Background: an optimization exercise with open tools, aiming at small area, a short achievable clock period and few clock cycles per item. Do not read the settings as production practice. Only simulation tests tie the RTL to the original design; equivalence was not proved. Power and IR drop assume default switching activity.

==> inputs of run a <==
Design pe_top, start of the top module:
module pe_top (
    input  logic                      clk,
    input  logic                      rstn,
    input  logic [pe_pkg::CFG_W-1:0]  filter_size,
    input  logic                      iact_write_en,
    input  logic [pe_pkg::DATA_W-1:0] data_iact_in,
    output logic                      iact_ready,
    input  logic                      weight_write_en,
    input  logic [pe_pkg::DATA_W-1:0] data_weight_in,
    output logic                      weight_ready,
    input  logic                      psum_write_en,
    input  logic [pe_pkg::DATA_W-1:0] data_psum_in,
    output logic                      psum_ready,
    input  logic                      psum_read_en,
    output logic [pe_pkg::DATA_W-1:0] data_psum_out,
    output logic                      psum_out_valid
);
    logic [15:0] a_r, b_r, p_r;
    logic        va, vb, vp;
    logic        first_r;      
    logic [3:0]  rem;          
    logic        acc_full;     
    logic        out_v;        
    logic        last;
    logic        fire;
    logic        move;
    logic [3:0]  fs_m1;
  ...
make LEC_CHECK=0 CAP_MARGIN=20 CORE_MARGIN=2 CORE_UTILIZATION=40 SETUP_SLACK_MARGIN=2.5 SLEW_MARGIN=20 finish   # period 7.0 ns
run.sh (not shown) runs the stock make flow with config.mk's settings and CLKGATE_MAP_FILE= SYNTH_SCRIPT=/design/flow/synth_recipe.tcl, a recipe that flattens the netlist after the stock synthesis.
==> inputs of run b, as changes to run a <==
Settings changed: SETUP_SLACK_MARGIN 2.5 to 3.5.
==> run notes <==
item	run a	run b
Launch point of the critical path	a_r[10]	b_r[4]
Sequential cell area share	32.73%	31.12%
Wire length after detailed routing	17.14 mm	18.40 mm
Global placement routability congestion	0.8621	0.8525
Most common library cell in the layout ignoring fill and taps	sky130_fd_sc_hd__inv_1	sky130_fd_sc_hd__edfxtp_1
Non-filler cells, final	1029	1068
Run status	finished clean	finished clean
Power share of the clock group	20.7%	20.4%
Overall power of the completed layout	2591 µW	2630 µW
Switching pwr	885.9 µW	919.3 µW
Layout net count	958	997
Combinational fraction of design power	45.3%	46.5%
Total of cells resized after clock tree synthesis	1	30
Setup repair after global routing missed its margin	false	true
Number of global-route vias before repair	5473	5597
M1 wire length	7.383 mm	8.019 mm
Slew at the pin closest to its max-slew limit	0.8672 ns	0.9145 ns
Testbench counts of run a, summed over its fixed seeds: cycles 18,356, rows 2,394.
Testbench counts of run b, summed over its fixed seeds: cycles 18,356, rows 2,394.

---

==> run K <==
pe_top, a different RTL version from the one above (not shown whole).
export LEC_CHECK = 0
export CAP_MARGIN = 20
export CORE_MARGIN = 2
export CORE_UTILIZATION = 40
export SETUP_SLACK_MARGIN = 4.2
export SLEW_MARGIN = 20
create_clock -name core_clock -period 7.0 [get_ports {clk}]
standard.sh (not shown) runs the stock make flow with config.mk's settings and CLKGATE_MAP_FILE= SYNTH_SCRIPT=/design/flow/synth_recipe.tcl, a recipe that flattens the netlist after the stock synthesis.
==> flow/flow/run.sh <==
#!/bin/bash
set -euo pipefail
export BUFFER_PORTS_ARGS="-buffer_cell sky130_fd_sc_hd__buf_1"
export CTS_ARGS="-sink_clustering_enable -repair_clock_nets -buf_list sky130_fd_sc_hd__clkbuf_8 -dont_use_dummy_load"
bash standard.sh finish > standard.log 2>&1
==> run G (differences from run K) <==
==> flow/flow/run.sh (replaced) <==
#!/bin/bash
set -euo pipefail
export BUFFER_PORTS_ARGS="-buffer_cell sky130_fd_sc_hd__buf_1"
export CTS_ARGS="-sink_clustering_enable -repair_clock_nets -buf_list sky130_fd_sc_hd__clkbuf_4 -dont_use_dummy_load"
bash standard.sh finish > standard.log 2>&1
--- a/flow/config.mk
+++ b/flow/config.mk
@@ -8,5 +8,5 @@
 export CAP_MARGIN = 20
 export CORE_MARGIN = 2
 export CORE_UTILIZATION = 40
-export SETUP_SLACK_MARGIN = 4.2
+export SETUP_SLACK_MARGIN = 4.4
 export SLEW_MARGIN = 20
==> run C (differences from run K) <==
==> flow/flow/run.sh (replaced) <==
#!/bin/bash
set -euo pipefail
export BUFFER_PORTS_ARGS="-buffer_cell sky130_fd_sc_hd__buf_1"
export CTS_ARGS="-sink_clustering_enable -repair_clock_nets -buf_list sky130_fd_sc_hd__clkbuf_4 -dont_use_dummy_load"
bash standard.sh finish > standard.log 2>&1
--- a/flow/config.mk
+++ b/flow/config.mk
@@ -8,5 +8,5 @@
 export CAP_MARGIN = 20
 export CORE_MARGIN = 2
 export CORE_UTILIZATION = 40
-export SETUP_SLACK_MARGIN = 4.2
+export SETUP_SLACK_MARGIN = 4.0
 export SLEW_MARGIN = 20
==> comparison table <==
item	run C	run K	run G
Signal buffers share of area	0.0425	0.0668	0.0975
Result of the run	finished clean	finished clean	finished clean
Detail Route met2 WL	7890 microns	8150 microns	8820 microns
Proportion of cell area occupied by multi-input gates	0.472	0.461	0.466
Worst Setup SP	acc[10]	mac.pv_r[9]	acc[10]
Maximum clock rate	350 MHz	361 MHz	373 MHz
CTS Root Cell	sky130_fd_sc_hd__clkbuf_4	sky130_fd_sc_hd__clkbuf_8	sky130_fd_sc_hd__clkbuf_4
Final routed wirelength across all metal layers	16200 microns	16700 microns	17900 microns
Met3 Track Usage GR	0.0310	0.0334	0.0362
Vias after detailed routing	5134	5369	5632
Later-pin clock latency in the skew report	0.54 ns	0.45 ns	0.56 ns
Post-cts repair resize count	1	8	33
Power density over the cells	394 nW/um^2	418 nW/um^2	420 nW/um^2
Average wire per standard cell	15.3 microns	15.4 microns	15.9 microns
Pre-CTS setup slack	3.97 ns	3.97 ns	3.97 ns
Proportion of power drawn by the clock network	0.101	0.120	0.085
Buffers plus inverters on the worst setup path	2	0	2
Instance area at placement	8830 sq um	8830 sq um	8890 sq um
Post-layout net count	945	977	1021
Post-route non-filler standard cell count	1054	1085	1130
Testbench counts of run K, summed over its fixed seeds: cycles 18,441, rows 2,394.
Testbench counts of run G, summed over its fixed seeds: cycles 18,441, rows 2,394.
Testbench counts of run C, summed over its fixed seeds: cycles 18,441, rows 2,394.

[afterwards: timing with drivers on the ports]
The flow's constraints put no driver on any port. The routed layouts listed below were extracted and timed again, unchanged, in two steps.
Step 1, drivers: a clkbuf_16 drives clk and a buf_2 each remaining input, both assumed.
Step 2 also shifts input and output timing later by t, the mid clock arrival at the registers, as if the neighbouring blocks saw the same clock.
Slacks: ideal ports / drivers / drivers and shift; pairs: ideal ports / drivers.
| run | shift t [ns] | setup WS [ns] | worst setup path at the end |
|---|---|---|---|
| run a | 0.398 | 2.652 / 2.652 / 2.652 | register to register |
| run b | 0.409 | 2.845 / 2.845 / 2.845 | register to register |
| run K | 0.480 | 4.232 / 4.232 / 3.895 | input to register |
| run G | 0.576 | 4.316 / 4.316 / 4.084 | input to register |
| run C | 0.571 | 4.142 / 4.142 / 3.913 | input to register |
After both steps setup and hold are still met in every run listed. For run K, which loses most, drivers alone change the setup slack by 0.000 ns; drivers and shift together by -0.337 ns.
